From an optimization exercise on the open Yosys and OpenROAD flow, aimed at small area; shortcuts taken in it are not production practice. The RTL was checked by simulation tests, not by an equivalence proof against the original design. Power figures rest on the tool's default switching activity, not on a simulated workload.

## fano_decoder_top
module fano_decoder_top (
    input  logic       clk,
    input  logic       nlocal_rst,
    input  logic       i_vld,
    input  logic [1:0] i_branch,
    output logic       o_vld,
    output logic       o_dec_sym
);
Settings: LEC_CHECK=0, CAP_MARGIN=20, CORE_MARGIN=2, CORE_UTILIZATION=65, SLEW_MARGIN=20; clock period 8.0 ns.
standard.sh (not shown) runs the stock make flow with config.mk's settings and CLKGATE_MAP_FILE= SYNTH_SCRIPT=/design/flow/synth_recipe.tcl, a recipe that flattens the netlist after the stock synthesis.
==> flow/flow/run.sh <==
#!/bin/bash
# Own layout flow: the standard layout (standard.sh, unchanged synthesis
# script and register mapping) with two changes:
#  - the ABC script that maps the synthesised logic to cells
#    (flow/abc_speed.script: ORFS's speed script with delay relaxation and more
#    area-recovery rounds, and without its final buffering and sizing passes,
#    which placement's repair redoes anyway)
#  - clock tree synthesis with clkbuf_4 only, small sink clusters and no dummy
#    loads (flow/cts_args.txt)
# Each step's output goes to its own log in this folder; ORFS keeps its logs
# under orfs/logs.
set -euo pipefail
here=$(pwd)
rm -rf "$here/scripts"
cp -r "$FLOW_HOME/scripts" "$here/scripts"
cp "$here/flow/abc_speed.script" "$here/scripts/abc_speed.script"
cts_args=$(cat "$here/flow/cts_args.txt")
bash "$here/standard.sh" SCRIPTS_DIR="$here/scripts" "CTS_ARGS=$cts_args" finish > "$here/standard_flow.log" 2>&1
==> flow/flow/abc_speed.script <==
&get -n
&st
&dch -f
&nf -R 1000 -F 8
&st
&dc2
&dch -f
&nf -R 1000 -F 8
&st
&dc2
&dch -f
&nf -R 1000 -F 8
&st
&dc2
&dch -f
&nf -R 1000 -F 8
&st
&dc2
&dch -f
&nf -R 1000 -F 8
&put
topo
==> flow/flow/cts_args.txt <==
-sink_clustering_enable -repair_clock_nets -dont_use_dummy_load -buf_list sky130_fd_sc_hd__clkbuf_4 -sink_clustering_size 12 -sink_clustering_max_diameter 35
The starting point passed the timing, design-rule and antenna checks.
Rerun with:
==> flow/flow/cts_args.txt (replaced) <==
-sink_clustering_enable -repair_clock_nets -dont_use_dummy_load -buf_list sky130_fd_sc_hd__clkbuf_4 -sink_clustering_size 9 -sink_clustering_max_diameter 40
Result: Count of clock-buffer cells in the layout fell by 1. Clock skew came out lower by 0.031 ns. Clock power fell slightly. Hold slack stays flat. Design area stays flat. Sequential power barely changes. Power drops slightly. Non-clock buffer count does not change.

fano_decoder_top, a different RTL version from the one above (not shown whole).
Size in the first run: ~1800 cells after synthesis, about 310 flip-flops.
make LEC_CHECK=0 CAP_MARGIN=20 CORE_MARGIN=2 CORE_UTILIZATION=40 CTS_BUF_LIST='sky130_fd_sc_hd__clkbuf_4 sky130_fd_sc_hd__clkbuf_8' CTS_CLUSTER_DIAMETER=60 CTS_CLUSTER_SIZE=12 SLEW_MARGIN=20 finish   # period 8.0 ns
run.sh (not shown) runs the stock make flow with config.mk's settings and CLKGATE_MAP_FILE= SYNTH_SCRIPT=/design/flow/synth_recipe.tcl, a recipe that flattens the netlist after the stock synthesis.
Stock flow here: none of the scripts above is used.
The first run completed with no timing, DRC or antenna violations.
Next try:
Settings changed: CORE_UTILIZATION 40 to 55, CTS_BUF_LIST sky130_fd_sc_hd__clkbuf_4 sky130_fd_sc_hd__clkbuf_8 to sky130_fd_sc_hd__clkbuf_4, CTS_CLUSTER_DIAMETER 60 to 40, CTS_CLUSTER_SIZE 12 to 8.
- utilization came out higher by 16 points
- final cell count came out lower by a few percent
- clock-buffer cell count came out higher by 20
Next try:
Settings changed: CTS_BUF_LIST sky130_fd_sc_hd__clkbuf_4 to sky130_fd_sc_hd__clkbuf_2 sky130_fd_sc_hd__clkbuf_4 sky130_fd_sc_hd__clkbuf_8, CTS_CLUSTER_DIAMETER 40 to 60, CTS_CLUSTER_SIZE 8 to 12.
The changed run ran to the end with no violations.
Worst setup slack improved by 0.047 ns.
Design area went down by 0.44%.
Cell count falls by 1.7%.
Global-route usage came out lower by 0.34 points.
Die area is unchanged.
Core utilization falls by 0.26 points.
Clock power went down by about 7%.

fano_decoder_top, a different RTL version from the one above (not shown whole).
For scale: roughly 1500 cells after synthesis, ~16000 um2 of cells after synthesis.
Settings: LEC_CHECK=0, CAP_MARGIN=20, CORE_MARGIN=2, CORE_UTILIZATION=70, SLEW_MARGIN=20; clock period 8.0 ns.
standard.sh (not shown) runs the stock make flow with config.mk's settings and CLKGATE_MAP_FILE= SYNTH_SCRIPT=/design/flow/synth_recipe.tcl, a recipe that flattens the netlist after the stock synthesis.
==> flow/flow/abc_speed.script <==
&get -n
&st
&dch
&nf -R 1000 -F 8
&st
&syn2
&if -g -K 6
&synch2
&nf -R 1000 -F 8
&st
&syn2
&if -g -K 6
&synch2
&nf -R 1000 -F 8
&st
&syn2
&if -g -K 6
&synch2
&nf -R 1000 -F 8
&st
&syn2
&if -g -K 6
&synch2
&nf -R 1000 -F 8
&put
topo
==> flow/flow/cts_args.txt <==
-sink_clustering_enable -repair_clock_nets -dont_use_dummy_load -buf_list {sky130_fd_sc_hd__clkbuf_4 sky130_fd_sc_hd__clkbuf_8} -sink_clustering_size 16 -sink_clustering_max_diameter 50
Scripts as last shown in full above: flow/flow/run.sh
Next try:
==> flow/flow/cts_args.txt (replaced) <==
-sink_clustering_enable -repair_clock_nets -dont_use_dummy_load -buf_list sky130_fd_sc_hd__clkbuf_4 -sink_clustering_size 10 -sink_clustering_max_diameter 45
After rerunning:
- power shrinks by 2.1%
- count of clock-buffer cells in the layout grows by 10
- routed wire length grows by 0.75%
- final area shrinks by 0.68%
- maximum frequency shrinks by 0.94%
- non-clock buffer count is unchanged
- setup slack degrades by 0.068 ns
Next try:
==> flow/flow/cts_args.txt (replaced) <==
-sink_clustering_enable -repair_clock_nets -dont_use_dummy_load -buf_list sky130_fd_sc_hd__clkbuf_4 -sink_clustering_size 10 -sink_clustering_max_diameter 40
--- a/flow/config.mk
+++ b/flow/config.mk
@@ -10 +10 @@
-export CORE_UTILIZATION = 70
+export CORE_UTILIZATION = 80
Result: Setup slack is worse by 0.054 ns. Total power is higher by 1.6%. Wire length is higher by 10%. Sequential power is about the same. Die area is lower by 12%. Cell count is lower by 1.3%. Final area is lower by 0.38%. Via count is higher by 6.0%.
Next try:
--- a/flow/config.mk
+++ b/flow/config.mk
@@ -10 +10,2 @@
-export CORE_UTILIZATION = 80
+export CORE_UTILIZATION = 70
+export GPL_TIMING_DRIVEN = 0
Combinational power increases by a few percent.
Total power increases by a few percent.
Global-route usage decreases by 7.6 points.
Worst setup slack is worse by 0.27 ns.
Worst hold slack is about the same.
Area after synthesis does not change.

[static timing again, ports no longer ideal]
The flow's constraints put no driver on any port. The routed layouts listed below were extracted and timed again, unchanged, in two steps. Step 1, drivers: a clkbuf_16 drives clk and a buf_2 each remaining input, both assumed. Step 2 moves the port delays by t, midway between the first and last clock arrival at a register: inputs arrive t later, outputs are due t later. That takes back most of the time a late clock gives input paths. a / b / c = ideal ports / drivers / drivers and shift; a / b = the first two.
run | t, ns | setup WS [ns] | worst hold slack (ns) | worst slew at a driven data input, ns | cell pins on the clock port's net
the first run of note 1 | 0.709 | 0.485 / 0.485 / 0.485 | 0.395 / 0.395 / 0.395 | 0.05 | 1
the second run of note 1 | 0.708 | 0.532 / 0.532 / 0.532 | 0.395 / 0.395 / 0.395 | 0.05 | 1
the first run of note 2 | 0.649 | 0.949 / 0.949 / 0.949 | 0.369 / 0.369 / 0.369 | 0.05 | 1
the second run of note 2 | 0.825 | 0.826 / 0.826 / 0.826 | 0.379 / 0.379 / 0.379 | 0.05 | 1
the third run of note 2 | 0.587 | 0.873 / 0.873 / 0.873 | 0.377 / 0.377 / 0.377 | 0.05 | 1
the first run of note 3 | 0.639 | 0.892 / 0.892 / 0.892 | 0.390 / 0.390 / 0.390 | 0.05 | 1
the second run of note 3 | 0.695 | 0.825 / 0.825 / 0.825 | 0.395 / 0.395 / 0.395 | 0.05 | 1
the third run of note 3 | 0.714 | 0.771 / 0.771 / 0.771 | 0.382 / 0.382 / 0.382 | 0.05 | 1
the fourth run of note 3 | 0.693 | 0.500 / 0.500 / 0.500 | 0.384 / 0.384 / 0.384 | 0.05 | 1
After both steps every run listed still meets setup and hold.
